Context: an optimization exercise on an open-source flow, tuned for small area and a short achievable clock period. The choices shown serve that exercise and are no tape-out recipe.
Only simulation tests tie the RTL to the original design; equivalence was not proved.
Power and IR drop assume default switching activity.

==> flow/design.v <==
package debug_pkg;
    localparam int xlen = 32;
    localparam int gpr_count = 32;
    localparam logic [7:0] cmdtype_access_reg = 8'd0;
    typedef logic [15:0] regno_t;
    localparam regno_t gpr_first = 16'h1000;
    localparam regno_t gpr_last  = 16'h101F;
    localparam regno_t csr_dcsr  = 16'h07B0;
    localparam regno_t csr_dpc   = 16'h07B1;
    localparam int dcsr_step_bit    = 2;
    localparam int dcsr_cause_lsb   = 6;
    localparam int dcsr_cause_msb   = 8;
    localparam int dcsr_ebreakm_bit = 15;
    localparam logic [xlen-1:0] dcsr_reset_val = 32'h4000_0000;
    localparam logic [xlen-1:0] gpr_reset_step = 32'h0101_0101;
    localparam logic [xlen-1:0] pc_incr        = 32'd4;
    typedef enum logic [1:0] {
        st_run,
        st_halted,
        st_resuming,
        st_abs_reg
    } seq_state_t;
    typedef enum logic [2:0] {
        cause_none    = 3'd0,
        cause_ebreak  = 3'd1,
        cause_trigger = 3'd2,
        cause_haltreq = 3'd3,
        cause_step    = 3'd4
    } cause_t;
    typedef struct packed {
        logic [7:0] cmdtype;
        logic       transfer;
        logic       write;
        regno_t     regno;
    } cmd_t;
    typedef struct packed {
        logic            halt_req;
        logic            resume_req;
        logic            exec;
        cmd_t            command;
        logic [xlen-1:0] data;
    } dm_req_t;
    typedef struct packed {
        logic            halted;
        logic            done;
        logic            exception;
        logic            haltresume;
        logic [xlen-1:0] data;
    } dm_rsp_t;
    typedef struct packed {
        seq_state_t state;
        logic       write_pc;
        logic       write_pc_ne;
        logic       abstract_done;
        logic       abstract_write;
    } ctrl_sig_t;
    typedef struct packed {
        logic [xlen-1:0] dcsr;
        logic [xlen-1:0] dpc;
    } csr_view_t;
    function automatic logic is_gpr(input regno_t regno);
        is_gpr = ((regno >= gpr_first) && (regno <= gpr_last));
    endfunction
    function automatic logic is_valid_csr(input regno_t regno);
        is_valid_csr = ((regno == csr_dcsr) || (regno == csr_dpc));
    endfunction
endpackage
`timescale 1ns/1ps
module debug_top (
    input  logic            clk,
    input  logic            rst_n,
    input  logic [60:0]     dm_req,
    input  logic            trig,
    input  logic            eb,
    output logic [35:0]     dm_rsp,
    output logic            debug,
    output logic            halted,
    output logic            step_en,
    output logic [31:0]     pc
);
    logic        halt_req, resume_req, exec, transfer, wr;
    logic [7:0]  cmdtype;
    logic [15:0] regno;
    logic [31:0] data;
    assign halt_req   = dm_req[60];
    assign resume_req = dm_req[59];
    assign exec       = dm_req[58];
    assign cmdtype    = dm_req[57:50];
    assign transfer   = dm_req[49];
    assign wr         = dm_req[48];
    assign regno      = dm_req[47:32];
    assign data       = dm_req[31:0];
    logic s_run, s_halt, s_res, s_abs;
    logic debug_q, halted_q;
    logic a_q, e_q;
    logic step_q, ebm_q;
    logic [2:0]  cause_q;
    logic [31:0] dpc_q, pc_q;
    logic [31:0] pc_next;
    logic [4:0] idx_q;
    logic gsel_q, dcsr_q, dpc_q_sel;
    logic wg_q, wd_q, wp_q, exc_q;
    logic [31:0] gpr [1:31];
    logic entry, ns_run, ns_halt, ns_res, ns_abs;
    logic step_n, ebm_n;
    logic is_gpr, is_dcsr, is_dpc, aar;
    logic use_pc;
    logic [2:0] cause_n;
    assign debug = !resume_req && (a_q || (s_run && (trig || halt_req)) || (e_q && eb));
    assign entry = debug && !debug_q;
    assign ns_abs  = rst_n && s_halt && !resume_req && exec;
    assign ns_res  = rst_n && s_halt && resume_req;
    assign ns_halt = rst_n && ((s_run && debug) || s_abs || (s_halt && !resume_req && !exec));
    assign ns_run  = !rst_n || s_res || (s_run && !debug);
    assign step_n = !rst_n ? 1'b0 : (wd_q ? data[2]  : step_q);
    assign ebm_n  = !rst_n ? 1'b0 : (wd_q ? data[15] : ebm_q);
    assign is_gpr  = regno[15:5] == 11'h080;
    assign is_dcsr = regno == 16'h07B0;
    assign is_dpc  = regno == 16'h07B1;
    assign aar     = ns_abs && (cmdtype == 8'd0) && transfer;
    assign pc_next = pc_q + 32'd4;
    always_comb begin
        if (trig)                 cause_n = 3'd2;
        else if (eb && ebm_q)     cause_n = 3'd1;
        else if (halt_req)        cause_n = 3'd3;
        else                      cause_n = 3'd4;
    end
    assign use_pc = trig || (eb && (ebm_q || halt_req));
    always_ff @(posedge clk) begin
        s_run    <= ns_run;
        s_halt   <= ns_halt;
        s_res    <= ns_res;
        s_abs    <= ns_abs;
        debug_q  <= rst_n && debug;
        halted_q <= rst_n && (halted_q || (debug && ns_halt)) && !ns_res;
        a_q      <= rst_n && (debug || (ns_run && step_n));
        e_q      <= rst_n && ns_run && ebm_n;
        step_q   <= step_n;
        ebm_q    <= ebm_n;
        idx_q     <= regno[4:0];
        gsel_q    <= is_gpr;
        dcsr_q    <= is_dcsr;
        dpc_q_sel <= is_dpc;
        wg_q      <= aar && wr && is_gpr;
        wd_q      <= aar && wr && is_dcsr;
        wp_q      <= aar && wr && is_dpc;
        exc_q     <= aar && !(is_gpr || is_dcsr || is_dpc);
    end
    always_ff @(posedge clk) begin
        if (!rst_n) begin
            cause_q <= 3'd0;
        end else if (entry) begin
            cause_q <= cause_n;
        end
    end
    always_ff @(posedge clk) begin
        if (!rst_n) begin
            pc_q <= 32'd0;
        end else if (s_run && !debug) begin
            pc_q <= pc_next;
        end else if (s_res) begin
            pc_q <= dpc_q;
        end
    end
    always_ff @(posedge clk) begin
        if (entry) begin
            dpc_q <= use_pc ? pc_q : pc_next;
        end else if (wp_q) begin
            dpc_q <= data;
        end
    end
    logic [31:0] gd0, gd1;
    assign gd0 = data & {32{rst_n}};
    assign gd1 = data | {32{!rst_n}};
    always_ff @(posedge clk) begin
        for (int i = 1; i < 32; i++) begin
            if (!rst_n || (wg_q && (idx_q == 5'(i)))) begin
                for (int b = 0; b < 32; b++) begin
                    gpr[i][b] <= ((b % 8) < 5 && ((i >> (b % 8)) & 1) != 0) ? gd1[b] : gd0[b];
                end
            end
        end
    end
    logic [31:0] rd;
    always_comb begin
        rd = '0;
        for (int i = 1; i < 32; i++) begin
            rd = rd | ({32{gsel_q && (idx_q == 5'(i))}} & gpr[i]);
        end
        rd = rd | ({32{dcsr_q}} & {1'b0, 1'b1, 14'd0, ebm_q, 6'd0, cause_q, 3'd0, step_q, 2'd0});
        rd = rd | ({32{dpc_q_sel}} & dpc_q);
    end
    assign halted  = halted_q;
    assign step_en = step_q;
    assign pc      = pc_q;
    assign dm_rsp  = {halted_q, s_abs, exc_q, 1'b0, rd};
endmodule
==> flow/run.sh <==
#!/bin/bash
# synth_recipe.tcl (not shown) runs the flow's synth.tcl, then flattens the netlist and writes it again
# the make line also repeats each setting of config.mk as NAME=value (left out here)
make -C /OpenROAD-flow-scripts/flow DESIGN_CONFIG=/design/flow/config.mk WORK_HOME=/design/flow/orfs CLKGATE_MAP_FILE= SYNTH_SCRIPT=/design/flow/synth_recipe.tcl finish
==> flow/config.mk <==
export PLATFORM = sky130hd
export DESIGN_NAME = debug_top
export DESIGN_NICKNAME = debug_top
export VERILOG_FILES = /design/flow/design.v
export SDC_FILE = /design/flow/constraint.sdc
export NUM_CORES = 4
export LEC_CHECK = 0
export CAP_MARGIN = 20
export CORE_MARGIN = 2
export CORE_UTILIZATION = 40
export SLEW_MARGIN = 20
==> flow/constraint.sdc <==
create_clock -name core_clock -period 5.5 [get_ports {clk}]
set_input_delay 1.1000 -clock core_clock [delete_from_list [all_inputs] [get_ports {clk}]]
set_output_delay 1.1000 -clock core_clock [all_outputs]
set_load 0.01 [all_outputs]
==> out/results.tsv, run 1 <==
stage	metric	value	unit
run_status	outcome	complete, no violations	
setup_path	Critical Path Fanout Max	31	
global_route	largest net degree at the start of global routing	49	
yosys	synthesized instance count	2642	
setup_path	CP max stage delay	0.61	ns
floorplanning	die area	108000	um^2
placement	Buffers on Ports	134	
hold_path	hold crit path type	register to register	
clocking	Num CTS Buffers	109	
power	Pleak	16.6	nW
finish	most frequent cells in the layout	1024 x edfxtp_1, 343 x a22oi_1, 163 x and3_1	
placement	post-DP HPWL	93.7	mm
setup_path	Worst R2R Start	idx_q[3]	
global_route	antenna violations before repair	8	
yosys	main flop type after synthesis	edfxtp_1	
setup_path	crit path launch	idx_q[4]	
detailed_routing	DRC viols	0	
finish	share of post-route cells with drive strength above 1	0.127	
setup_path	worst-path cell chain	and2_4, and2_1, buf_4, a2111oi_1, nand3_1, or4_1, clkdlybuf4s50_1	
setup_path	CP startpoint kind	register	
global_route	first-pass GRT wire length	217	mm
setup_path	Worst path depth	7	
power	Sequential Power Share	0.547	
yosys	top area cells in the synthesized netlist	edfxtp_1 73%, a22oi_1 6.1%, dfxtp_1 2.7%, and3_1 2.4%, nand3_1 1.8%	
detailed_routing	vias after detailed routing	28500	
setup_path	Largest delay share family, worst path	simple AND/OR/NAND/NOR gates	
floorplanning	I/O pin total	136	
clocking	Post-CTS Setup Bufs	0	
clocking	Clock Root Buffer	clkbuf_16	
finish	layout net count	2871	
global_route	grt ovf	0	
yosys	syn avg cell area	15.9	um^2
yosys	Async SR Flop Fraction	0	
setup_path	Crit Path Class	register to primary output	
detailed_routing	wire per inst	36.9	um
global_route	vias in the first global route	27200	
yosys	#FFs+latches synth	1081	
finish	area delta synth->final	16.5	%
yosys	syn nets	2708	
yosys	Synth top area share	0.730	
finish	Post-Layout Inst Area	49100	um^2
setup_path	Critical Path AT	4.33	ns
detailed_routing	DR pass1 iterations	5	
detailed_routing	Vias/cell	6.64	
power	Net Switching	3.99	mW
placement	cell count after placement	4085	
finish	commonest non-fill, non-tap cell in the layout	edfxtp_1	
setup_path	Setup crit end	dm_rsp[27]	
power	Clk pwr share	0.409	
clocking	worst-skew pair later-pin latency	0.69	ns
floorplanning	Die Ht	329	um
timing	setup violators final	0	
timing	post-route setup TNS	0	ns
clocking	Sink Count	1081	
floorplanning	Site Rows	119	
detailed_routing	Detail Route Antenna Nets	0	
yosys	Synth cell types	75	
power	Final Power	17.8	mW
setup_path	R2R setup slack	2.21	ns
timing	hold slack final	0.471	ns
timing	count of final hold-check violations	0	
setup_path	CP Buf/Inv Count	2	
finish	Util after Layout	0.468	
timing	Rel. slew slack	0.123	
global_route	GRT Overall Usage	0.289	
setup_path	Worst R2R End	gpr[11][22]	
floorplanning	Initial Utilization	0.402	
yosys	Netlist Area Pre-Place	42100	um^2
yosys	EDFF count, synth	1024	
timing	Tcrit/Tclk final	0.986	
yosys	Seq/Total Area, Yosys	0.757	
power	pwr dens	363	nW/um^2
yosys	synth warn	2	
timing	FMAX	0.184	GHz
timing	final clock skew	0.0250	ns
finish	Post-Layout Cell Count	4296	
setup_path	Worst EP required	4.40	ns
clocking	Clock Tree Buf Depth	3	
placement	Post-Place Worst Slack	0.643	ns
power	Peak VDD IR	0.266	mV
yosys	Synth area leader	edfxtp_1	
floorplanning	core footprint	105000	um^2
power	Switching Fraction	0.224	
clocking	clk slew on worst S/H paths	0.06	ns
timing	Final WS setup	0.0747	ns
timing	worst slew pin tran	1.30	ns
timing	RSZ-0062 raised after global routing	no	
clocking	htree depth	3	
job	max-cap violation count	0	
placement	GP Congestion	0.894	
floorplanning	die width	329	um
power	Int Power	13.8	mW
power	Logic pwr share	0.045	
setup_path	Critical Path Sink Type	primary output	
placement	Cell Area, Placed	45600	um^2
timing	fin. max-slew vios	0	
clocking	CTS tree	yes	
detailed_routing	1st-iter DRT viols	5237	
timing	minimum clock period after layout	5.43	ns
setup_path	cells on worst reg2reg path	3	
detailed_routing	Routed Wire Length	159	mm
setup_path	critical path's slowest cell	and2_1	
cells in the mapped netlist, drive strengths merged, types with 5 or more instances:
cell,instances
and4,11
nand3,150
a22o,8
a21oi,29
edfxtp,1024
clkbuf,108
xnor2,15
nand2,87
xor2,11
and2,69
nand2b,24
nor4,19
a2111oi,53
dfxtp,57
or3,6
nor3,16
a222oi,9
or4,34
a221oi,16
nand4,85
and4b,5
buf,86
inv,5
and3,166
a31oi,15
o21ai,81
a22oi,343
nor2b,8
a211oi,8
nor2,42
logic make-up after synthesis:
family | after synthesis | synth area share
fa+ha+maj | 1 | 0.000297
mux | 5 | 0.00125
compound gates | 589 | 0.109
flops | 1081 | 0.757
buf+inv | 200 | 0.0249
xor+xnor | 26 | 0.00540
other cells | 1 | 0.0000890
simple gates | 739 | 0.102
layout make-up:
| type | instances | area, um^2 |
|---|---|---|
| well taps | 1391 | 1740 |
| inverters | 6 | 22.5 |
| clock inverters | 63 | 529 |
| repair buffers | 246 | 2320 |
| diodes | 5 | 12.5 |
| fillers | 8928 | 55700 |
| flip-flops and latches | 1081 | 31900 |
| multi-input cells | 1361 | 9630 |
| clock buffers | 143 | 2920 |
worst min path at each step:
stage | slack (ns) | cells past startpoint | start | endpoint
6_report | 0.47 | 2 | cause_q[0] | cause_q[0]
5_1_grt | 0.50 | 2 | cause_q[0] | cause_q[0]
4_1_cts | 0.47 | 2 | cause_q[0] | cause_q[0]
3_5_place_dp | 0.47 | 2 | cause_q[0] | cause_q[0]
3_3_place_gp | 0.45 | 2 | cause_q[0] | cause_q[0]
2_1_floorplan | 0.43 | 2 | cause_q[0] | cause_q[0]
power groups by stage:
| stage | Clock, mW | Sequential [mW] | Combinational, mW |
|---|---|---|---|
| finish | 7.28 | 9.73 | 0.799 |
| global route | 7.58 | 9.77 | 0.809 |
| CTS | 7.28 | 9.73 | 0.771 |
| detailed placement | 0 | 9.90 | 0.770 |
| global placement | 0 | 9.88 | 0.752 |
| floorplan | 0 | 9.84 | 0.315 |
sequential cells by signal, summed over array words and instances (netlist names), 3 cells and up:
register and count:
dpc_q 32, pc_q 32, gpr 992, cause_q 3, idx_q 5
repair_timing:
item,in CTS,in global routing
endpoints found under the setup margin,2,3
hold buffers,0,0
endpoints found under the hold margin,0,0
pin swaps,0,0
resized for setup,2,3
worst register-to-register path, cell delays in order (launching register included):
cell and delay [ns]:
dfxtp_1 0.60, nand2b_1 0.60, o21ai_4 1.12, buf_4 0.57
metal layers:
layer	global-route usage	share of wire
met1	0.394	0.37
met3	0.0763	0.14
met4	0.117	0.046
met5	0	0
met2	0.442	0.45
==> inputs of run 2 (changes only) <==
--- a/flow/config.mk
+++ b/flow/config.mk
@@ -9,3 +9,4 @@
 export CORE_MARGIN = 2
 export CORE_UTILIZATION = 40
+export SETUP_SLACK_MARGIN = 2.6
 export SLEW_MARGIN = 20
==> out/results.tsv, run 2 <==
stage	metric	value	unit	change
yosys	syn avg cell area	15.9	um^2	unchanged
setup_path	Worst EP required	4.40	ns	about the same
yosys	synthesized instance count	2642		unchanged
detailed_routing	Routed Wire Length	187	mm	+18%
finish	Reg area	31900	um^2	+0.17%
timing	post-route setup TNS	0	ns	unchanged
yosys	Compound-Gate Fraction of Synth Area	0.109		unchanged
run_status	outcome	complete, no violations		
floorplanning	die area	108000	um^2	unchanged
detailed_routing	vias after detailed routing	32000		+12%
yosys	EDFF count, synth	1024		unchanged
power	Final Power	18.1	mW	+1.9%
floorplanning	Initial Utilization	0.402		unchanged
yosys	Synth area leader	edfxtp_1		
detailed_routing	1st-iter DRT viols	5755		+9.9%
hold_path	Hold Crit Depth	1		-1
clocking	clk slew on worst S/H paths	0.07	ns	about the same
hold_path	hold path startpoint	s_halt		
setup_path	Crit Path Class	register to primary output		
clocking	CTS tree	yes		
timing	fin. max-slew vios	0		unchanged
finish	Biggest register	gpr		
global_route	largest net degree at the start of global routing	47		-4.1%
yosys	Synth Area in Adders	0.000297		unchanged
yosys	top cells by count, synth	1024 x edfxtp_1, 343 x a22oi_1, 163 x and3_1		
clocking	Clock Tree Buf Depth	3		unchanged
global_route	antenna violations before repair	14		+6
floorplanning	Die Ht	329	um	unchanged
clocking	Sink Count	1081		unchanged
floorplanning	Site Rows	119		unchanged
setup_path	R2R setup slack	2.38	ns	+0.17 ns
detailed_routing	DR pass1 iterations	7		+2
yosys	Synth top area share	0.730		unchanged
clocking	htree depth	3		unchanged
finish	commonest non-fill, non-tap cell in the layout	edfxtp_1		
power	Peak VDD IR	0.283	mV	+6.4%
finish	biggest regs	gpr x992, dpc_q x32, pc_q x32		
setup_path	Worst R2R End	gpr[18][11]		
yosys	Simple-Gate Fraction of Synth Area	0.102		unchanged
yosys	syn nets	2708		unchanged
placement	GP Congestion	0.889		-0.60%
yosys	Netlist Area Pre-Place	42100	um^2	unchanged
finish	max reg flops	992		unchanged
floorplanning	I/O pin total	136		unchanged
finish	most frequent cells in the layout	1024 x edfxtp_1, 302 x buf_4, 251 x a22oi_1		
yosys	main flop type after synthesis	edfxtp_1		
timing	count of final hold-check violations	0		unchanged
finish	layout net count	3258		+13%
yosys	top area cells in the synthesized netlist	edfxtp_1 73%, a22oi_1 6.1%, dfxtp_1 2.7%, and3_1 2.4%, nand3_1 1.8%		
timing	Rel. slew slack	0.263		+0.140
power	Pleak	19.3	nW	+17%
finish	area delta synth->final	30.8	%	
global_route	grt ovf	0		unchanged
setup_path	Critical Path Fanout Max	6		-81%
finish	Post-Layout Cell Count	4684		+9.0%
job	max-cap violation count	0		unchanged
yosys	Seq/Total Area, Yosys	0.757		unchanged
clocking	Num CTS Buffers	109		unchanged
clocking	hold_buf cts	0		unchanged
timing	minimum clock period after layout	4.61	ns	-0.819 ns
setup_path	Worst R2R Start	idx_q[1]		
timing	Tcrit/Tclk final	0.837		-0.149
timing	RSZ-0062 raised after global routing	yes		
clocking	Clock Root Buffer	clkbuf_16		
power	pwr dens	329	nW/um^2	-9.3%
timing	setup violators final	0		unchanged
timing	worst slew pin tran	1.11	ns	-0.193 ns
setup_path	cells on worst reg2reg path	5		+2
finish	fill count	8231		-7.8%
yosys	Async SR Flop Fraction	0		unchanged
detailed_routing	wire per inst	39.8	um	+7.9%
hold_path	Hold EP	halted_q		
floorplanning	die width	329	um	unchanged
timing	final clock skew	0.0427	ns	+0.0176 ns
finish	footprint of the multi-input gates	11500	um^2	+19%
setup_path	Critical Path AT	3.51	ns	-0.82 ns
setup_path	CP startpoint kind	register		
hold_path	hold crit path type	register to register		
placement	Post-Place Worst Slack	0.706	ns	+0.0638 ns
placement	cell count after placement	4061		-0.59%
placement	post-DP HPWL	91.0	mm	-2.9%
yosys	top-count cell post-synth	edfxtp_1		
placement	Buffers on Ports	134		unchanged
yosys	synth warn	2		unchanged
floorplanning	core footprint	105000	um^2	unchanged
yosys	#FFs+latches synth	1081		unchanged
global_route	vias in the first global route	29600		+8.9%
timing	Final WS setup	0.894	ns	+0.819 ns
global_route	first-pass GRT wire length	244	mm	+13%
global_route	GRT Overall Usage	0.331		+0.0419
setup_path	Critical Path Sink Type	primary output		
timing	hold slack final	0.508	ns	+0.0370 ns
detailed_routing	Vias/cell	6.84		+3.0%
clocking	worst-skew pair later-pin latency	0.73	ns	+0.04 ns
timing	FMAX	0.217	GHz	+18%
yosys	mux share of post-synthesis cell area	0.00125		unchanged
yosys	post-synthesis xor/xnor area fraction	0.00540		unchanged
detailed_routing	Detail Route Antenna Nets	0		unchanged
yosys	Synth cell types	75		unchanged
finish	share of post-route cells with drive strength above 1	0.319		+0.191
detailed_routing	DRC viols	0		unchanged
yosys	largest family of logic cells by synthesized area	compound AO/OA/AOI/OAI gates		
==> run 2: what timing repair did <==
| item | in CTS | in global routing |
|---|---|---|
| setup buffers | 237 | 134 |
| gates resized for setup | 346 | 215 |
| endpoints found under the setup margin | 469 | 605 |
| cloned | 32 | 7 |
| pin swaps | 107 | 139 |
==> run 2: metal layers <==
layer / GRT usage / vias up / routed length, um
met5: 0.000887 / - / 57
met2: 0.476 / 3416 / 77300
met1: 0.423 / 15800 / 61800
li1: - / 11900 / -
met4: 0.184 / 8 / 14300
met3: 0.138 / 891 / 33100
==> run 2: worst max path at each step <==
stage               startpoint  cells after the start    endpoint  slack (ns)
finish                idx_q[4]                      8   dm_rsp[7]        0.89
global route          idx_q[4]                      8   dm_rsp[7]        0.99
CTS                   idx_q[2]                      6  dm_rsp[15]        0.95
detailed placement    idx_q[4]                      7  dm_rsp[15]        0.71
global placement      idx_q[4]                      7  dm_rsp[15]        0.72
floorplan             idx_q[2]                      3   gpr[1][0]        1.95
==> run 2: cell type report <==
class / count / share of cell area
Multi-Input combinational cell: 1386 / 0.208
Inverter: 6 / 0.000409
Clock buffer: 131 / 0.0518
Sequential cell: 1081 / 0.580
Tap cell: 1391 / 0.0316
Antenna cell: 9 / 0.000409
Clock inverter: 72 / 0.0118
Timing Repair Buffer: 608 / 0.117
==> run 2: power by group <==
| group | internal (mW) | leakage (nW) | switching, mW |
|---|---|---|---|
| clock network | 4.16 | 1.71 | 3.25 |
| registers | 9.56 | 10.3 | 0.209 |
| logic | 0.238 | 7.32 | 0.735 |
==> run 2: logic make-up (layout without fill, tap and decap cells) <==
family / Yosys count / after routing
multiplexers: 5 / 5
XOR/XNOR: 26 / 26
flip-flops: 1081 / 1081
AND/OR/NAND/NOR: 739 / 764
adder cells (fa/ha/maj): 1 / 1
buffers and inverters: 200 / 817
AO/OA/AOI/OAI: 589 / 589
other: 1 / 10
==> run 2: worst max-delay path, stage by stage, from the launching register on <==
cell,delay [ns]
dfxtp_4,0.36
buf_6,0.13
nor2b_4,0.13
buf_6,0.14
and2_4,0.19
a222oi_1,0.91
nand4_1,0.28
or4_4,0.50
buf_6,0.14
==> run 2: through the flow <==
step                      utilization  instance area, um^2
final                           0.526                55100
after global placement          0.438                46000
after floorplan                     -                43300
after CTS                       0.506                53000
after detailed placement        0.439                46000
after global routing            0.526                55100
==> inputs of run 3 (changes only) <==
--- a/flow/design.v
+++ b/flow/design.v
@@ -99,5 +99,4 @@
     logic [31:0] pc_next;
     logic [4:0] idx_q;
-    logic gsel_q, dcsr_q, dpc_q_sel;
     logic wg_q, wd_q, wp_q, exc_q;
     logic [31:0] gpr [1:31];
@@ -139,7 +138,4 @@
         ebm_q    <= ebm_n;
         idx_q     <= regno[4:0];
-        gsel_q    <= is_gpr;
-        dcsr_q    <= is_dcsr;
-        dpc_q_sel <= is_dpc;
         wg_q      <= aar && wr && is_gpr;
         wd_q      <= aar && wr && is_dcsr;
@@ -182,16 +178,19 @@
         end
     end
-    logic [31:0] rd;
+    logic [31:0] rd, rd_q;
     always_comb begin
         rd = '0;
         for (int i = 1; i < 32; i++) begin
-            rd = rd | ({32{gsel_q && (idx_q == 5'(i))}} & gpr[i]);
+            rd = rd | ({32{is_gpr && (regno[4:0] == 5'(i))}} & gpr[i]);
         end
-        rd = rd | ({32{dcsr_q}} & {1'b0, 1'b1, 14'd0, ebm_q, 6'd0, cause_q, 3'd0, step_q, 2'd0});
-        rd = rd | ({32{dpc_q_sel}} & dpc_q);
+        rd = rd | ({32{is_dcsr}} & {1'b0, 1'b1, 14'd0, ebm_q, 6'd0, cause_q, 3'd0, step_q, 2'd0});
+        rd = rd | ({32{is_dpc}} & dpc_q);
+    end
+    always_ff @(posedge clk) begin
+        rd_q <= rd;
     end
     assign halted  = halted_q;
     assign step_en = step_q;
     assign pc      = pc_q;
-    assign dm_rsp  = {halted_q, s_abs, exc_q, 1'b0, rd};
+    assign dm_rsp  = {halted_q, s_abs, exc_q, 1'b0, rd_q};
 endmodule
==> out/results.tsv, run 3 <==
stage	metric	value	unit	change
yosys	EDFF count, synth	1024		unchanged
yosys	Netlist Area Pre-Place	43700	um^2	+3.8%
detailed_routing	Vias/cell	6.77		-0.97%
yosys	Synth top area share	0.703		-0.0264
finish	Reg area	32500	um^2	+1.7%
global_route	GRT Overall Usage	0.311		-0.0199
yosys	synth warn	2		unchanged
hold_path	Hold Crit Depth	2		+1
timing	worst slew pin tran	1.10	ns	-0.00208 ns
finish	area delta synth->final	19.5	%	
global_route	first-pass GRT wire length	241	mm	-1.5%
clocking	clk slew on worst S/H paths	0.06	ns	about the same
detailed_routing	vias after detailed routing	31100		-3.0%
setup_path	CP startpoint kind	input pin		
timing	minimum clock period after layout	2.97	ns	-1.63 ns
global_route	antenna violations before repair	8		-6
setup_path	critical path's slowest cell	or3_1		
setup_path	Critical Path Fanout Max	22		+16
clocking	Sink Count	1110		+2.7%
floorplanning	Site Rows	121		+1.7%
clocking	worst-skew pair later-pin latency	0.71	ns	-0.02 ns
timing	FMAX	0.336	GHz	+55%
global_route	vias in the first global route	29700		+0.35%
yosys	#FFs+latches synth	1110		+2.7%
finish	fill count	9225		+12%
setup_path	Largest delay share family, worst path	buffers and inverters		
setup_path	Most Frequent Cell on Critical Path	buf_4		
hold_path	Hold EP	rd_q[14]		
timing	final clock skew	0.0264	ns	-0.0162 ns
clocking	Clock Root Buffer	clkbuf_16		
floorplanning	die area	112000	um^2	+3.7%
detailed_routing	DRC viols	0		unchanged
setup_path	Worst R2R Start	idx_q[2]		
timing	count of final hold-check violations	0		unchanged
yosys	top area cells in the synthesized netlist	edfxtp_1 70%, dfxtp_1 3.9%, a22oi_1 2.5%, mux2i_1 1.7%, nand3_1 1.4%		
setup_path	Worst R2R End	gpr[28][28]		
finish	footprint of the multi-input gates	11000	um^2	-3.7%
finish	Util after Layout	0.480		-0.0454
yosys	Synth area leader	edfxtp_1		
finish	share of post-route cells with drive strength above 1	0.183		-0.135
yosys	synthesized instance count	2834		+7.3%
detailed_routing	Met3 Wirelength	26.1	mm	-21%
yosys	top-count cell post-synth	edfxtp_1		
setup_path	Critical Path Sink Type	register		
floorplanning	Die Ht	335	um	+1.8%
job	max-cap violation count	0		unchanged
finish	max reg flops	992		unchanged
power	pwr dens	363	nW/um^2	+10%
placement	GP Congestion	0.918		+3.4%
setup_path	Crit Path Class	input pin to register		
setup_path	cells on worst reg2reg path	3		-2
floorplanning	Initial Utilization	0.402		about the same
clocking	CTS tree	yes		
timing	Rel. slew slack	0.264		+0.00139
detailed_routing	M1 WL	61.9	mm	about the same
power	Peak VDD IR	0.285	mV	+0.59%
yosys	Seq/Total Area, Yosys	0.743		-0.0141
yosys	syn avg cell area	15.4	um^2	-3.3%
setup_path	worst-path cell chain	buf_12, buf_16, clkinvlp_4, buf_4, nand2_2, nor2_1, buf_4, a221oi_1, nand4_1, or3_1		
clocking	htree depth	3		unchanged
setup_path	CP Buf/Inv Count	5		+2
timing	RSZ-0062 raised after global routing	yes		
finish	commonest non-fill, non-tap cell in the layout	edfxtp_1		
yosys	syn nets	2900		+7.1%
global_route	grt ovf	0		unchanged
detailed_routing	1st-iter DRT viols	5488		-4.6%
timing	post-route setup TNS	0	ns	unchanged
yosys	main flop type after synthesis	edfxtp_1		
detailed_routing	DR pass1 iterations	6		-1
setup_path	CP max stage delay	0.45	ns	-0.46 ns
yosys	top cells by count, synth	1024 x edfxtp_1, 153 x nor2_1, 145 x a22oi_1		
setup_path	Worst EP required	6.08	ns	+1.68 ns
detailed_routing	Max Used Layer	met5		
clocking	Clock Tree Buf Depth	3		unchanged
detailed_routing	wire per inst	38.6	um	-3.2%
detailed_routing	Routed Wire Length	177	mm	-5.2%
finish	Biggest register	gpr		
global_route	largest net degree at the start of global routing	64		+36%
placement	post-DP HPWL	104	mm	+14%
hold_path	hold crit path type	register to register		
yosys	Synth cell types	75		unchanged
setup_path	Worst path depth	10		+2
setup_path	R2R setup slack	2.54	ns	+0.16 ns
finish	most frequent cells in the layout	1024 x edfxtp_1, 150 x buf_4, 145 x nor2_1		
run_status	outcome	complete, no violations		
detailed_routing	DR WL met2	77.2	mm	-0.13%
timing	setup violators final	0		unchanged
floorplanning	I/O pin total	136		unchanged
setup_path	Critical Path AT	3.55	ns	+0.04 ns
yosys	Async SR Flop Fraction	0		unchanged
hold_path	hold path startpoint	gpr[1][14]		
floorplanning	core footprint	109000	um^2	+3.7%
timing	Tcrit/Tclk final	0.541		-0.297
timing	fin. max-slew vios	0		unchanged
placement	Buffers on Ports	134		unchanged
finish	layout net count	3138		-3.7%
clocking	Num CTS Buffers	113		+3.7%
floorplanning	die width	335	um	+1.8%
detailed_routing	Detail Route Antenna Nets	0		unchanged
power	Pleak	17.3	nW	-11%
-- run 3: area by class of cell --
class | instances | area share
clock buffers | 150 | 0.0593
inverters | 9 | 0.000719
clock inverters | 63 | 0.0123
well taps | 1414 | 0.0339
multi-input cells | 1517 | 0.211
flip-flops and latches | 1110 | 0.622
diodes | 4 | 0.000192
repair buffers | 321 | 0.0599
-- run 3: cells by family after synthesis --
group | Yosys count | synth area share
xor+xnor | 28 | 0.00561
simple gates | 722 | 0.0901
fa+ha+maj | 1 | 0.000286
compound gates | 645 | 0.106
other cells | 1 | 0.0000858
buf+inv | 207 | 0.0213
mux | 120 | 0.0335
flops | 1110 | 0.743
-- run 3: worst max-delay path by stage --
stage / end / slack (ns) / startpoint
2_1_floorplan: gpr[10][0] / 1.99 / wg_q
3_3_place_gp: rd_q[16] / 1.19 / dm_req[37]
3_5_place_dp: rd_q[9] / 1.18 / dm_req[44]
4_1_cts: debug / 2.45 / dm_req[60]
5_1_grt: rd_q[0] / 2.55 / dm_req[46]
6_report: rd_q[5] / 2.53 / dm_req[36]
-- run 3: through the flow --
step | hold slack (ns) | power, mW | setup slack [ns] | cell area, um^2 | instances
2_1_floorplan | 0.427 | 10.6 | 1.99 | 43900 | 2834
6_report | 0.473 | 18.9 | 2.53 | 52200 | 4588
5_1_grt | 0.494 | 19.3 | 2.55 | 52200 | 4584
3_3_place_gp | 0.464 | 11.2 | 1.19 | 47600 | 4322
4_1_cts | 0.481 | 18.9 | 2.45 | 52100 | 4581
3_5_place_dp | 0.455 | 11.3 | 1.18 | 47600 | 4324
-- run 3: routing by layer --
layer	GRT usage	vias to the layer above
li1	-	11900
met1	0.401	15600
met2	0.467	2871
met3	0.0944	607
met4	0.179	6
met5	0	-
-- run 3: timing repair --
item,in CTS,in global routing
hold buffers,0,0
buffers inserted,41,3
resized for setup,117,32
pin swaps,17,6
gates cloned,3,0
setup endpoints to repair,130,42
-- run 3: power breakdown --
group          switching, mW  leakage, nW  internal [mW]
sequential             0.172         10.5           9.77
clock                   3.34         1.83           4.45
combinational          0.922         4.92          0.296
-- run 3: worst min-delay path, stage by stage (launching register included) --
cell and delay (ns):
edfxtp_1 0.32, nand2_1 0.04, nand4_1 0.07
==> inputs of run 4 (changes only) <==
--- a/flow/design.v
+++ b/flow/design.v
@@ -178,12 +178,24 @@
         end
     end
-    logic [31:0] rd, rd_q;
+    logic [31:0] rd, rd_q, rm;
+    logic [31:0] rsel;
+    logic [32*32-1:0] rin;
+    logic sel_dcsr;
     always_comb begin
-        rd = '0;
+        rsel[0] = !regno[12] && regno[0];
+        rin[31:0] = dpc_q;
         for (int i = 1; i < 32; i++) begin
-            rd = rd | ({32{is_gpr && (regno[4:0] == 5'(i))}} & gpr[i]);
-        end
-        rd = rd | ({32{is_dcsr}} & {1'b0, 1'b1, 14'd0, ebm_q, 6'd0, cause_q, 3'd0, step_q, 2'd0});
-        rd = rd | ({32{is_dpc}} & dpc_q);
+            rsel[i] = regno[12] && (regno[4:0] == 5'(i));
+            rin[i*32 +: 32] = gpr[i];
+        end
+    end
+    assign sel_dcsr = !regno[12] && !regno[0];
+    rd_mux u_rd (.sel(rsel), .din(rin), .q(rm));
+    always_comb begin
+        rd = rm;
+        rd[30] = rm[30] | sel_dcsr;
+        rd[15] = rm[15] | (sel_dcsr & ebm_q);
+        rd[8:6] = rm[8:6] | ({3{sel_dcsr}} & cause_q);
+        rd[2] = rm[2] | (sel_dcsr & step_q);
     end
     always_ff @(posedge clk) begin
@@ -195,2 +207,27 @@
     assign dm_rsp  = {halted_q, s_abs, exc_q, 1'b0, rd_q};
 endmodule
+module rd_mux (
+    input  logic [31:0]       sel,
+    input  logic [32*32-1:0]  din,
+    output logic [31:0]       q
+);
+    for (genvar b = 0; b < 32; b++) begin : g_bit
+        logic [10:0] n;
+        for (genvar k = 0; k < 10; k++) begin : g_grp
+            aoi222 u_g (
+                .a1(sel[3*k]),   .a2(din[(3*k)*32 + b]),
+                .b1(sel[3*k+1]), .b2(din[(3*k+1)*32 + b]),
+                .c1(sel[3*k+2]), .c2(din[(3*k+2)*32 + b]),
+                .y(n[k])
+            );
+        end
+        assign n[10] = !((sel[30] && din[30*32 + b]) || (sel[31] && din[31*32 + b]));
+        assign q[b] = !(&n);
+    end
+endmodule
+module aoi222 (
+    input  logic a1, a2, b1, b2, c1, c2,
+    output logic y
+);
+    assign y = !((a1 && a2) || (b1 && b2) || (c1 && c2));
+endmodule
--- a/flow/config.mk
+++ b/flow/config.mk
@@ -9,4 +9,6 @@
 export CORE_MARGIN = 2
 export CORE_UTILIZATION = 40
-export SETUP_SLACK_MARGIN = 2.6
+export SETUP_SLACK_MARGIN = 2.8
 export SLEW_MARGIN = 20
+export SYNTH_HIERARCHICAL = 1
+export SYNTH_MINIMUM_KEEP_SIZE = 0
==> out/results.tsv, run 4 <==
stage	metric	value	unit	change
job	max-cap violation count	0		unchanged
detailed_routing	1st-iter DRT viols	4668		-15%
setup_path	CP max stage delay	0.18	ns	-0.27 ns
setup_path	critical path's slowest cell	a21oi_4		
global_route	vias in the first global route	24400		-18%
yosys	Synth cell types	70		-6.7%
clocking	Num CTS Buffers	108		-4.4%
timing	hold slack final	0.488	ns	+0.0149 ns
floorplanning	Initial Utilization	0.404		+0.00195
timing	Tcrit/Tclk final	0.508		-0.0324
finish	share of post-route cells with drive strength above 1	0.191		+0.00821
power	Pleak	16.3	nW	-5.8%
yosys	syn avg cell area	18.4	um^2	+19%
clocking	hold_buf cts	0		unchanged
hold_path	Hold Crit Depth	2		unchanged
clocking	clk slew on worst S/H paths	0.06	ns	about the same
global_route	antenna violations before repair	6		-2
timing	Final WS setup	2.70	ns	+0.178 ns
timing	FMAX	0.358	GHz	+6.4%
timing	Rel. slew slack	0.166		-0.0986
detailed_routing	wire per inst	33.5	um	-13%
setup_path	Critical Path AT	1.70	ns	-1.85 ns
yosys	main flop type after synthesis	edfxtp_1		
clocking	Clock Root Buffer	clkbuf_16		
finish	most frequent cells in the layout	1024 x edfxtp_1, 320 x a222oi_1, 115 x buf_4		
placement	post-DP HPWL	75.7	mm	-27%
setup_path	Crit Path Class	input pin to primary output		
detailed_routing	Detail Route Antenna Nets	0		unchanged
run_status	outcome	complete, no violations		
floorplanning	Die Ht	322	um	-3.7%
clocking	Sink Count	1110		unchanged
yosys	#FFs+latches synth	1110		unchanged
global_route	first-pass GRT wire length	182	mm	-24%
yosys	top cells by count, synth	1024 x edfxtp_1, 320 x a222oi_1, 91 x nor2_1		
detailed_routing	DRC viols	0		unchanged
finish	Biggest register	gpr		
yosys	Netlist Area Pre-Place	40500	um^2	-7.4%
hold_path	hold path startpoint	pc_q[0]		
yosys	mux share of post-synthesis cell area	0.00155		-0.0319
floorplanning	die area	104000	um^2	-7.3%
clocking	CTS tree	yes		
setup_path	CP startpoint kind	input pin		
finish	Util after Layout	0.489		+0.00887
yosys	Async SR Flop Fraction	0		unchanged
global_route	GRT Overall Usage	0.247		-0.0640
yosys	syn nets	2270		-22%
timing	count of final hold-check violations	0		unchanged
detailed_routing	Vias/cell	6.48		-4.3%
setup_path	R2R setup slack	2.91	ns	+0.37 ns
finish	fill count	8157		-12%
yosys	Synth top area share	0.760		+0.0564
setup_path	cells on worst reg2reg path	3		unchanged
yosys	synth warn	8		+6
setup_path	Worst EP required	4.40	ns	-1.68 ns
floorplanning	Site Rows	116		-4.1%
global_route	grt ovf	0		unchanged
clocking	worst-skew pair later-pin latency	0.69	ns	-0.02 ns
hold_path	hold crit path type	register to register		
placement	Buffers on Ports	134		unchanged
detailed_routing	vias after detailed routing	25500		-18%
finish	area delta synth->final	21.1	%	
timing	worst slew pin tran	1.25	ns	+0.147 ns
finish	commonest non-fill, non-tap cell in the layout	edfxtp_1		
setup_path	Most Frequent Cell on Critical Path	a21oi_4		
yosys	Synth area leader	edfxtp_1		
setup_path	Worst R2R Start	idx_q[4]		
timing	final clock skew	0.0316	ns	+0.00520 ns
yosys	top-count cell post-synth	edfxtp_1		
timing	post-route setup TNS	0	ns	unchanged
finish	layout net count	2604		-17%
yosys	synthesized instance count	2204		-22%
setup_path	Critical Path Fanout Max	5		-77%
yosys	largest family of logic cells by synthesized area	compound AO/OA/AOI/OAI gates		
yosys	EDFF count, synth	1024		unchanged
yosys	top area cells in the synthesized netlist	edfxtp_1 76%, a222oi_1 7.9%, dfxtp_1 4.3%, nand4_1 1.2%, or4_4 0.86%		
timing	setup violators final	0		unchanged
setup_path	Worst R2R End	gpr[30][19]		
power	pwr dens	380	nW/um^2	+4.6%
timing	RSZ-0062 raised after global routing	yes		
yosys	Synth Area in Adders	0.000309		+0.0000230
global_route	largest net degree at the start of global routing	68		+6.3%
floorplanning	core footprint	100000	um^2	-7.9%
placement	Post-Place Worst Slack	1.08	ns	-0.0978 ns
setup_path	Critical Path Sink Type	primary output		
setup_path	worst-path cell chain	clkbuf_4, a21oi_4, a21oi_4, clkbuf_2		
yosys	Compound-Gate Fraction of Synth Area	0.113		+0.00683
detailed_routing	Routed Wire Length	132	mm	-26%
timing	minimum clock period after layout	2.80	ns	-0.178 ns
finish	max reg flops	992		unchanged
timing	fin. max-slew vios	0		unchanged
floorplanning	die width	322	um	-3.7%
yosys	Simple-Gate Fraction of Synth Area	0.0649		-0.0252
yosys	post-synthesis xor/xnor area fraction	0.00649		+0.000883
detailed_routing	DR pass1 iterations	9		+3
hold_path	Hold EP	pc_q[0]		
yosys	Seq/Total Area, Yosys	0.802		+0.0596
setup_path	Largest delay share family, worst path	buffers and inverters		
clocking	htree depth	3		unchanged
clocking	Clock Tree Buf Depth	3		unchanged
power	Peak VDD IR	0.216	mV	-24%
placement	GP Congestion	0.839		-8.6%
floorplanning	I/O pin total	136		unchanged
setup_path	CP Buf/Inv Count	2		-3
==> run 4: worst reg2reg max path, cell delays in order (launching register included) <==
cell and delay (ns):
dfxtp_1 0.41, nand4_1 0.53, o21ai_4 0.81, buf_4 0.49
==> run 4: layer usage <==
layer / routed length, um / track usage / part of all wire
met5: 0 / 0 / 0
met3: 15800 / 0.0509 / 0.12
met2: 61600 / 0.396 / 0.47
met4: 4310 / 0.0836 / 0.033
met1: 50000 / 0.337 / 0.38
==> run 4: logic make-up (layout without fill, tap and decap cells) <==
group,Yosys count,after routing
buf+inv,75,493
simple gates,449,459
flops,1110,1110
fa+ha+maj,1,1
compound gates,532,532
other cells,1,4
xor+xnor,30,30
mux,6,6
==> run 4: worst max path at each step <==
stage / cells after the start / from / to
2_1_floorplan: 4 / rst_n / gpr[2][0]
3_3_place_gp: 7 / dm_req[32] / rd_q[21]
3_5_place_dp: 7 / dm_req[32] / rd_q[21]
4_1_cts: 4 / dm_req[60] / debug
5_1_grt: 4 / eb / debug
6_report: 4 / eb / debug
==> run 4: per-stage QoR <==
step / cells / instance area [um^2] / power, mW
global route: 3930 / 49000 / 19.1
floorplan: 2204 / 40800 / 10.6
global placement: 3637 / 44200 / 11.2
CTS: 3914 / 48800 / 18.7
finish: 3933 / 49000 / 18.6
detailed placement: 3648 / 44500 / 11.2
==> run 4: area by class of cell <==
cell class | count | area [um^2] | area share
diodes | 3 | 7.51 | 0.000153
clock buffers | 152 | 3010 | 0.0614
clock inverters | 52 | 612 | 0.0125
inverters | 7 | 26.3 | 0.000536
multi-input cells | 1029 | 8430 | 0.172
flip-flops and latches | 1110 | 32500 | 0.664
well taps | 1298 | 1620 | 0.0331
repair buffers | 282 | 2760 | 0.0562
==> run 4: repair_timing <==
action / in CTS / in global routing
gates cloned: 8 / 4
pin swaps: 37 / 32
resized for setup: 202 / 30
endpoints found under the setup margin: 188 / 31
buffers inserted: 54 / 12
==> run 4: modules after synthesis, one instance, submodules excluded <==
module     cell area (um^2)  cells
aoi222                 10.0      1
rd_mux                 1230    166
debug_top             36000   1718
==> run 4: where the power goes <==
part	switching (mW)	total (mW)	internal, mW
Combinational	0.742	1.05	0.311
Clock	3.11	7.53	4.43
Sequential	0.202	10.0	9.81
Total	4.05	18.6	14.5
==> inputs of run 5 (changes only) <==
--- a/flow/design.v
+++ b/flow/design.v
@@ -106,10 +106,21 @@
     logic use_pc;
     logic [2:0] cause_n;
-    assign debug = !resume_req && (a_q || (s_run && (trig || halt_req)) || (e_q && eb));
-    assign entry = debug && !debug_q;
+    logic debug_i;
+    assign debug_i = !resume_req && (a_q || (s_run && (trig || halt_req)) || (e_q && eb));
+    assign entry   = debug_i && !debug_q;
+    dbg_port u_dbg (
+        .resume_req (resume_req),
+        .halt_req   (halt_req),
+        .trig       (trig),
+        .eb         (eb),
+        .a_q        (a_q),
+        .s_run      (s_run),
+        .e_q        (e_q),
+        .debug      (debug)
+    );
     assign ns_abs  = rst_n && s_halt && !resume_req && exec;
     assign ns_res  = rst_n && s_halt && resume_req;
-    assign ns_halt = rst_n && ((s_run && debug) || s_abs || (s_halt && !resume_req && !exec));
-    assign ns_run  = !rst_n || s_res || (s_run && !debug);
+    assign ns_halt = rst_n && ((s_run && debug_i) || s_abs || (s_halt && !resume_req && !exec));
+    assign ns_run  = !rst_n || s_res || (s_run && !debug_i);
     assign step_n = !rst_n ? 1'b0 : (wd_q ? data[2]  : step_q);
     assign ebm_n  = !rst_n ? 1'b0 : (wd_q ? data[15] : ebm_q);
@@ -131,7 +142,7 @@
         s_res    <= ns_res;
         s_abs    <= ns_abs;
-        debug_q  <= rst_n && debug;
-        halted_q <= rst_n && (halted_q || (debug && ns_halt)) && !ns_res;
-        a_q      <= rst_n && (debug || (ns_run && step_n));
+        debug_q  <= rst_n && debug_i;
+        halted_q <= rst_n && (halted_q || (debug_i && ns_halt)) && !ns_res;
+        a_q      <= rst_n && (debug_i || (ns_run && step_n));
         e_q      <= rst_n && ns_run && ebm_n;
         step_q   <= step_n;
@@ -153,5 +164,5 @@
         if (!rst_n) begin
             pc_q <= 32'd0;
-        end else if (s_run && !debug) begin
+        end else if (s_run && !debug_i) begin
             pc_q <= pc_next;
         end else if (s_res) begin
@@ -178,5 +189,5 @@
         end
     end
-    logic [31:0] rd, rd_q, rm;
+    logic [31:0] rdn, rdn_q;
     logic [31:0] rsel;
     logic [32*32-1:0] rin;
@@ -191,27 +202,30 @@
     end
     assign sel_dcsr = !regno[12] && !regno[0];
-    rd_mux u_rd (.sel(rsel), .din(rin), .q(rm));
-    always_comb begin
-        rd = rm;
-        rd[30] = rm[30] | sel_dcsr;
-        rd[15] = rm[15] | (sel_dcsr & ebm_q);
-        rd[8:6] = rm[8:6] | ({3{sel_dcsr}} & cause_q);
-        rd[2] = rm[2] | (sel_dcsr & step_q);
-    end
-    always_ff @(posedge clk) begin
-        rd_q <= rd;
+    rd_mux u_rd (
+        .sel  (rsel),
+        .din  (rin),
+        .dsel (sel_dcsr),
+        .dcsr ({1'b0, 1'b1, 14'd0, ebm_q, 6'd0, cause_q, 3'd0, step_q, 2'd0}),
+        .qn   (rdn)
+    );
+    always_ff @(posedge clk) begin
+        rdn_q <= rdn;
     end
     assign halted  = halted_q;
     assign step_en = step_q;
     assign pc      = pc_q;
-    assign dm_rsp  = {halted_q, s_abs, exc_q, 1'b0, rd_q};
+    assign dm_rsp  = {halted_q, s_abs, exc_q, 1'b0, ~rdn_q};
 endmodule
 module rd_mux (
     input  logic [31:0]       sel,
     input  logic [32*32-1:0]  din,
-    output logic [31:0]       q
-);
+    input  logic              dsel,
+    input  logic [31:0]       dcsr,
+    output logic [31:0]       qn
+);
+    localparam logic [31:0] dcsr_bits = 32'h4000_81C4;
     for (genvar b = 0; b < 32; b++) begin : g_bit
         logic [10:0] n;
+        logic [2:0]  p;
         for (genvar k = 0; k < 10; k++) begin : g_grp
             aoi222 u_g (
@@ -222,7 +236,31 @@
             );
         end
-        assign n[10] = !((sel[30] && din[30*32 + b]) || (sel[31] && din[31*32 + b]));
-        assign q[b] = !(&n);
-    end
+        if (dcsr_bits[b]) begin : g_d
+            aoi222 u_g (
+                .a1(sel[30]), .a2(din[30*32 + b]),
+                .b1(sel[31]), .b2(din[31*32 + b]),
+                .c1(dsel),    .c2(dcsr[b]),
+                .y(n[10])
+            );
+        end else begin : g_nd
+            assign n[10] = !((sel[30] && din[30*32 + b]) || (sel[31] && din[31*32 + b]));
+        end
+        assign p[0] = !(&n[3:0]);
+        assign p[1] = !(&n[7:4]);
+        assign p[2] = !(&n[10:8]);
+        assign qn[b] = !(|p);
+    end
+endmodule
+module dbg_port (
+    input  logic resume_req,
+    input  logic halt_req,
+    input  logic trig,
+    input  logic eb,
+    input  logic a_q,
+    input  logic s_run,
+    input  logic e_q,
+    output logic debug
+);
+    assign debug = !resume_req && (a_q || (s_run && (trig || halt_req)) || (e_q && eb));
 endmodule
 module aoi222 (
--- a/flow/config.mk
+++ b/flow/config.mk
@@ -9,5 +9,5 @@
 export CORE_MARGIN = 2
 export CORE_UTILIZATION = 40
-export SETUP_SLACK_MARGIN = 2.8
+export SETUP_SLACK_MARGIN = 2.9
 export SLEW_MARGIN = 20
 export SYNTH_HIERARCHICAL = 1
==> out/results.tsv, run 5 <==
stage	metric	value	unit	change
run_status	outcome	complete, no violations		
power	pwr dens	378	nW/um^2	-0.39%
power	Peak VDD IR	0.276	mV	+28%
global_route	largest net degree at the start of global routing	68		unchanged
finish	Biggest register	gpr		
detailed_routing	DR pass1 iterations	9		unchanged
yosys	Synth cell types	70		unchanged
clocking	worst-skew pair later-pin latency	0.71	ns	+0.02 ns
detailed_routing	DRC viols	0		unchanged
timing	post-route setup TNS	0	ns	unchanged
floorplanning	Die Ht	322	um	about the same
finish	commonest non-fill, non-tap cell in the layout	edfxtp_1		
power	Clk pwr share	0.404		about the same
hold_path	hold crit path type	register to register		
yosys	Synth area leader	edfxtp_1		
global_route	GRT Overall Usage	0.265		+0.0182
floorplanning	die area	104000	um^2	about the same
timing	final clock skew	0.0223	ns	-0.00937 ns
yosys	top-count cell post-synth	edfxtp_1		
global_route	GRT busiest layer	met2		
power	Net Switching	4.15	mW	+2.4%
global_route	grt ovf	0		unchanged
placement	GP Congestion	0.835		-0.50%
timing	worst slew pin tran	1.05	ns	-0.205 ns
finish	max reg flops	992		unchanged
timing	setup violators final	0		unchanged
power	Int Power	14.4	mW	-0.80%
yosys	EDFF count, synth	1024		unchanged
finish	layout net count	2637		+1.3%
power	Switching Fraction	0.223		+0.00543
setup_path	Worst R2R Start	idx_q[1]		
yosys	Synth top area share	0.759		about the same
timing	FMAX	0.358	GHz	+0.24%
finish	area delta synth->final	21.3	%	
floorplanning	Site Rows	116		unchanged
clocking	hold_buf cts	0		unchanged
timing	Rel. slew slack	0.303		+0.137
detailed_routing	Detail Route Antenna Nets	0		unchanged
clocking	Clock Tree Buf Depth	3		unchanged
yosys	synthesized instance count	2221		+0.77%
hold_path	hold path startpoint	cause_q[2]		
setup_path	Critical Path Fanout Max	6		+1
yosys	main flop type after synthesis	edfxtp_1		
finish	n_diodes	0		-3
finish	most frequent cells in the layout	1024 x edfxtp_1, 326 x a222oi_1, 126 x buf_4		
setup_path	Critical Path AT	1.69	ns	about the same
finish	Post-Layout Inst Area	49100	um^2	+0.28%
timing	RSZ-0062 raised after global routing	yes		
yosys	#FFs+latches synth	1110		unchanged
finish	Post-Layout Cell Count	4019		+2.2%
setup_path	CP startpoint kind	input pin		
floorplanning	core footprint	100000	um^2	+0.14%
clocking	Sink Count	1110		unchanged
placement	Cell Area, Placed	44500	um^2	+0.11%
clocking	clk slew on worst S/H paths	0.06	ns	about the same
finish	Reg area	32500	um^2	about the same
clocking	Clock Root Buffer	clkbuf_16		
finish	fill count	8218		+0.75%
power	Sequential Power Share	0.538		about the same
timing	hold slack final	0.484	ns	-0.00426 ns
finish	footprint of the multi-input gates	8300	um^2	-1.6%
global_route	met2 GRT Util	0.415		+0.0190
global_route	vias in the first global route	25400		+4.0%
clocking	htree depth	3		unchanged
finish	Util after Layout	0.490		+0.000677
placement	post-DP HPWL	80.7	mm	+6.5%
power	Pleak	16.4	nW	+0.70%
yosys	syn avg cell area	18.2	um^2	-0.68%
detailed_routing	wire per inst	34.7	um	+3.7%
yosys	syn nets	2287		+0.75%
timing	fin. max-slew vios	0		unchanged
yosys	synth warn	8		unchanged
floorplanning	Initial Utilization	0.404		about the same
finish	share of post-route cells with drive strength above 1	0.197		+0.00536
setup_path	Critical Path Sink Type	primary output		
global_route	GR Util met1	0.351		+0.0142
detailed_routing	vias after detailed routing	26200		+2.7%
yosys	Seq/Total Area, Yosys	0.802		about the same
clocking	CTS tree	yes		
hold_path	Hold EP	cause_q[2]		
timing	minimum clock period after layout	2.79	ns	-0.00663 ns
detailed_routing	1st-iter DRT viols	4992		+6.9%
clocking	Num CTS Buffers	109		+0.93%
yosys	top cells by count, synth	1024 x edfxtp_1, 326 x a222oi_1, 101 x nor2_1		
power	Logic pwr share	0.057		about the same
placement	Buffers on Ports	134		unchanged
yosys	Netlist Area Pre-Place	40500	um^2	about the same
global_route	first-pass GRT wire length	192	mm	+5.4%
yosys	Async SR Flop Fraction	0		unchanged
yosys	top area cells in the synthesized netlist	edfxtp_1 76%, a222oi_1 8.1%, dfxtp_1 4.3%, nand4_1 1.3%, nor2_1 0.94%		
setup_path	R2R setup slack	2.93	ns	+0.02 ns
detailed_routing	Routed Wire Length	140	mm	+6.0%
global_route	antenna violations before repair	3		-3
global_route	grt met3 use	0.0780		+0.0271
job	max-cap violation count	0		unchanged
setup_path	cells on worst reg2reg path	4		+1
timing	Tcrit/Tclk final	0.507		-0.00121
detailed_routing	Vias/cell	6.51		+0.54%
timing	count of final hold-check violations	0		unchanged
floorplanning	die width	322	um	about the same
setup_path	Worst R2R End	gpr[9][31]		
placement	cell count after placement	3733		+2.3%
floorplanning	I/O pin total	136		unchanged
setup_path	Worst EP required	4.40	ns	about the same
setup_path	Crit Path Class	input pin to primary output		
hold_path	Hold Crit Depth	2		unchanged
-- run 5: worst max-delay path by stage --
stage	startpoint	endpoint	depth (start not counted)
after detailed placement	dm_req[36]	rdn_q[2]	8
after global placement	dm_req[36]	rdn_q[2]	8
after global routing	eb	debug	4
after CTS	dm_req[60]	debug	4
after floorplan	rst_n	gpr[2][0]	3
final	eb	debug	4
-- run 5: critical path, cell delays in order --
cell	delay (ns)
clkdlybuf4s15_2	0.24
a21oi_2	0.14
a21oi_1	0.07
buf_2	0.14
-- run 5: per-stage QoR --
stage / setup WS (ns) / power (mW)
floorplan: 2.58 / 10.6
global placement: 1.16 / 11.2
global route: 2.67 / 19.0
CTS: 2.55 / 18.6
finish: 2.71 / 18.6
detailed placement: 1.16 / 11.2
-- run 5: layer usage --
metal  routed length (um)  part of all wire
met3                18300              0.13
met1                51300              0.37
met5                    7          0.000050
met2                63800              0.46
met4                 6030             0.043
-- run 5: power by group through the flow --
stage                     Clock (mW)  Combinational (mW)  Sequential (mW)
after detailed placement           0                1.02             10.2
final                           7.51                1.06             10.0
after CTS                       7.57                1.04             10.0
after global routing            7.88                1.11             10.0
after global placement             0                1.00             10.2
after floorplan                    0               0.472             10.1
-- run 5: modules after synthesis (local to each module, per instance) --
module	flops+latches	copies in the design	cells	area, um^2
aoi222	0	326	1	10.0
dbg_port	0	1	3	15.0
debug_top	1110	1	1732	36100
rd_mux	0	1	160	1140
-- run 5: what timing repair did --
action,4_1_cts,5_1_grt
resized for setup,195,44
endpoints found under the setup margin,542,212
cloned,3,0
pin swaps,43,16
buffers inserted,68,12
-- run 5: cell families after synthesis --
group                    synth area share
flip-flops                          0.802
adder cells (fa/ha/maj)          0.000309
XOR/XNOR                          0.00714
other                            0.000185
AND/OR/NAND/NOR                    0.0658
multiplexers                      0.00207
buffers and inverters              0.0132
AO/OA/AOI/OAI                       0.110
-- run 5: area by class of cell --
type,instances,area share
Timing Repair Buffer,299,0.0577
Multi-Input combinational cell,1011,0.169
Clock inverter,52,0.0119
Inverter,40,0.00313
Tap cell,1357,0.0345
Clock buffer,150,0.0617
Sequential cell,1110,0.662
==> inputs of run 6 (changes only) <==
--- a/flow/config.mk
+++ b/flow/config.mk
@@ -9,4 +9,7 @@
 export CORE_MARGIN = 2
 export CORE_UTILIZATION = 40
+export CTS_BUF_LIST = sky130_fd_sc_hd__clkbuf_16
+export CTS_CLUSTER_DIAMETER = 100
+export CTS_CLUSTER_SIZE = 30
 export SETUP_SLACK_MARGIN = 2.9
 export SLEW_MARGIN = 20
==> out/results.tsv, run 6 <==
stage	metric	value	unit	change
placement	GP Congestion	0.835		unchanged
timing	minimum clock period after layout	2.64	ns	-0.155 ns
yosys	EDFF count, synth	1024		unchanged
setup_path	Setup crit end	debug		
yosys	Async SR Flop Fraction	0		unchanged
setup_path	Worst EP required	4.40	ns	about the same
global_route	vias in the first global route	24800		-2.3%
finish	Biggest register	gpr		
power	Pleak	15.5	nW	-5.6%
yosys	syn nets	2287		unchanged
detailed_routing	Vias/cell	6.51		about the same
placement	post-DP HPWL	80.7	mm	unchanged
finish	share of post-route cells with drive strength above 1	0.172		-0.0252
timing	count of final hold-check violations	0		unchanged
floorplanning	Site Rows	116		unchanged
power	Peak VDD IR	0.213	mV	-23%
hold_path	hold path startpoint	cause_q[2]		
finish	commonest non-fill, non-tap cell in the layout	edfxtp_1		
yosys	Synth area leader	edfxtp_1		
clocking	Sink Count	1110		unchanged
setup_path	Worst R2R Start	idx_q[1]		
yosys	top cells by count, synth	1024 x edfxtp_1, 326 x a222oi_1, 101 x nor2_1		
yosys	Synth cell types	70		unchanged
floorplanning	I/O pin total	136		unchanged
setup_path	Critical Path AT	1.54	ns	-0.15 ns
hold_path	hold crit path type	register to register		
setup_path	Worst R2R End	gpr[9][16]		
timing	worst slew pin tran	1.07	ns	+0.0250 ns
finish	Util after Layout	0.469		-0.0209
floorplanning	die width	322	um	unchanged
global_route	grt ovf	0		unchanged
setup_path	Critical Path Sink Type	primary output		
timing	Final WS setup	2.86	ns	+0.155 ns
floorplanning	Initial Utilization	0.404		unchanged
yosys	main flop type after synthesis	edfxtp_1		
clocking	CTS tree	yes		
global_route	first-pass GRT wire length	190	mm	-1.2%
global_route	GRT Overall Usage	0.262		-0.00364
power	Final Power	15.1	mW	-19%
clocking	Clock Root Buffer	clkbuf_16		
detailed_routing	wire per inst	35.3	um	+1.5%
global_route	largest net degree at the start of global routing	68		unchanged
yosys	Synth top area share	0.759		unchanged
timing	Rel. slew slack	0.287		-0.0166
floorplanning	die area	104000	um^2	unchanged
clocking	clk slew on worst S/H paths	0.11	ns	+0.05 ns
placement	Buffers on Ports	134		unchanged
setup_path	Critical Path Fanout Max	2		-4
setup_path	Crit Path Class	input pin to primary output		
timing	setup violators final	0		unchanged
detailed_routing	Routed Wire Length	138	mm	-0.87%
global_route	antenna violations before repair	2		-1
setup_path	cells on worst reg2reg path	4		unchanged
timing	FMAX	0.380	GHz	+5.9%
yosys	top-count cell post-synth	edfxtp_1		
floorplanning	Die Ht	322	um	unchanged
clocking	hold_buf cts	0		unchanged
detailed_routing	vias after detailed routing	25600		-2.4%
finish	most frequent cells in the layout	1024 x edfxtp_1, 326 x a222oi_1, 156 x buf_4		
yosys	top area cells in the synthesized netlist	edfxtp_1 76%, a222oi_1 8.1%, dfxtp_1 4.3%, nand4_1 1.3%, nor2_1 0.94%		
yosys	Seq/Total Area, Yosys	0.802		unchanged
yosys	#FFs+latches synth	1110		unchanged
finish	area delta synth->final	16.2	%	
yosys	Netlist Area Pre-Place	40500	um^2	unchanged
job	max-cap violation count	0		unchanged
clocking	Clock Tree Buf Depth	3		unchanged
yosys	synth warn	8		unchanged
clocking	worst-skew pair later-pin latency	0.66	ns	-0.05 ns
detailed_routing	DRC viols	0		unchanged
timing	final clock skew	0.0466	ns	+0.0243 ns
timing	Tcrit/Tclk final	0.479		-0.0281
yosys	syn avg cell area	18.2	um^2	unchanged
setup_path	crit path launch	eb		
detailed_routing	1st-iter DRT viols	4971		-0.42%
setup_path	CP startpoint kind	input pin		
run_status	outcome	complete, no violations		
setup_path	R2R setup slack	2.88	ns	-0.05 ns
finish	max reg flops	992		unchanged
detailed_routing	DR pass1 iterations	10		+1
timing	RSZ-0062 raised after global routing	yes		
clocking	htree depth	2		-1
yosys	synthesized instance count	2221		unchanged
timing	post-route setup TNS	0	ns	unchanged
timing	fin. max-slew vios	0		unchanged
finish	layout net count	2595		-1.6%
placement	Post-Place Worst Slack	1.16	ns	unchanged
floorplanning	core footprint	100000	um^2	unchanged
detailed_routing	Detail Route Antenna Nets	0		unchanged
power	pwr dens	321	nW/um^2	-15%
clocking	Num CTS Buffers	43		-61%
[run 6: cell counts after synthesis]
Identical to the previous run, type by type.
[run 6: logic make-up after synthesis]
kind of cell	count (synthesis)	synth area share
fa+ha+maj	1	0.000309
buf+inv	103	0.0132
compound gates	510	0.110
mux	8	0.00207
xor+xnor	33	0.00714
simple gates	454	0.0658
other cells	2	0.000185
flops	1110	0.802
[run 6: final cells by class]
type                            count  area, um^2
Multi-Input combinational cell   1011        8320
Tap cell                         1357        1700
Inverter                           40         154
Sequential cell                  1110       32600
Antenna cell                        3        7.51
Clock inverter                     36         200
Clock buffer                       44        1100
Fill cell                        8398       53200
Timing Repair Buffer              323        2990
[run 6: stage by stage]
stage / instance area (um^2) / hold slack (ns) / instances
after floorplan: 40800 / 0.446 / 2221
after global placement: 44500 / 0.469 / 3733
after detailed placement: 44500 / 0.467 / 3733
after CTS: 46800 / 0.485 / 3896
after global routing: 47000 / 0.520 / 3921
final: 47000 / 0.488 / 3924
[run 6: critical path, stage by stage]
cell	delay [ns]
buf_8	0.10
a21oi_4	0.14
a21oi_2	0.06
buf_2	0.13
[run 6: worst min path at each step]
stage | endpoint | slack [ns] | cells past startpoint
after CTS | cause_q[2] | 0.49 | 2
final | cause_q[2] | 0.49 | 2
after floorplan | cause_q[2] | 0.45 | 2
after global placement | pc_q[0] | 0.47 | 2
after detailed placement | cause_q[2] | 0.47 | 2
after global routing | pc_q[1] | 0.52 | 2
[run 6: where the power goes]
part / internal [mW] / total, mW / switching, mW
combinational: 0.298 / 1.07 / 0.777
sequential: 9.79 / 9.98 / 0.194
clock: 1.55 / 4.05 / 2.50
[run 6: Yosys stat by module, one instance, submodules excluded]
| module | cells | flops+latches | cell area, um^2 |
|---|---|---|---|
| aoi222 | 1 | 0 | 10.0 |
| debug_top | 1732 | 1110 | 36100 |
| rd_mux | 160 | 0 | 1140 |
| dbg_port | 3 | 0 | 15.0 |
[run 6: layer usage]
metal	wire length, um	GRT usage	share of wire	up-vias
met5	16	0	0.00012	-
met4	5590	0.101	0.040	2
met3	18700	0.0708	0.13	277
met1	50300	0.346	0.36	13200
li1	-	-	-	10200
met2	63800	0.414	0.46	1810
[run 6: repair_timing]
item | 4_1_cts | 5_1_grt
resized for setup | 231 | 39
pin swaps | 43 | 22
setup buffers | 80 | 25
gates cloned | 3 | 0
endpoints found under the setup margin | 588 | 214
endpoints found under the hold margin | 0 | 0

-- separate check: timing with driven ports --
Ports are ideal in the flow. The routed layouts listed here were re-timed in OpenROAD.
Step 1 (the two cells are an assumption about what drives the block):
set clk [get_ports {clk}]
set_driving_cell -lib_cell sky130_fd_sc_hd__clkbuf_16 $clk
set_driving_cell -lib_cell sky130_fd_sc_hd__buf_2 [delete_from_list [all_inputs] $clk]
Step 2 moves the port delays by t, midway between the first and last clock arrival at a register: inputs arrive t later, outputs are due t later. That takes back most of the time a late clock gives input paths.
a / b / c = ideal ports / drivers / drivers and shift; a / b = the first two.
run	t (ns)	setup slack, ns	clock arrival spread, ns	worst data-port slew with drivers (ns)	pins driven straight from the clock port
run 1	0.755	0.075 / 0.002 / 0.757	0.039 / 0.040	0.06	1
run 2	0.778	0.894 / 0.824 / 1.602	0.047 / 0.047	0.08	1
run 3	0.772	2.526 / 2.521 / 1.757	0.037 / 0.037	0.08	1
run 4	0.734	2.704 / 2.673 / 2.066	0.032 / 0.031	0.05	1
run 5	0.762	2.710 / 2.649 / 2.124	0.026 / 0.025	0.08	1
run 6	0.708	2.865 / 2.820 / 2.177	0.056 / 0.056	0.08	1
After both steps setup and hold are still met in every run listed. For run 3, which loses most, drivers alone change the setup slack by -0.005 ns; drivers and shift together by -0.769 ns.
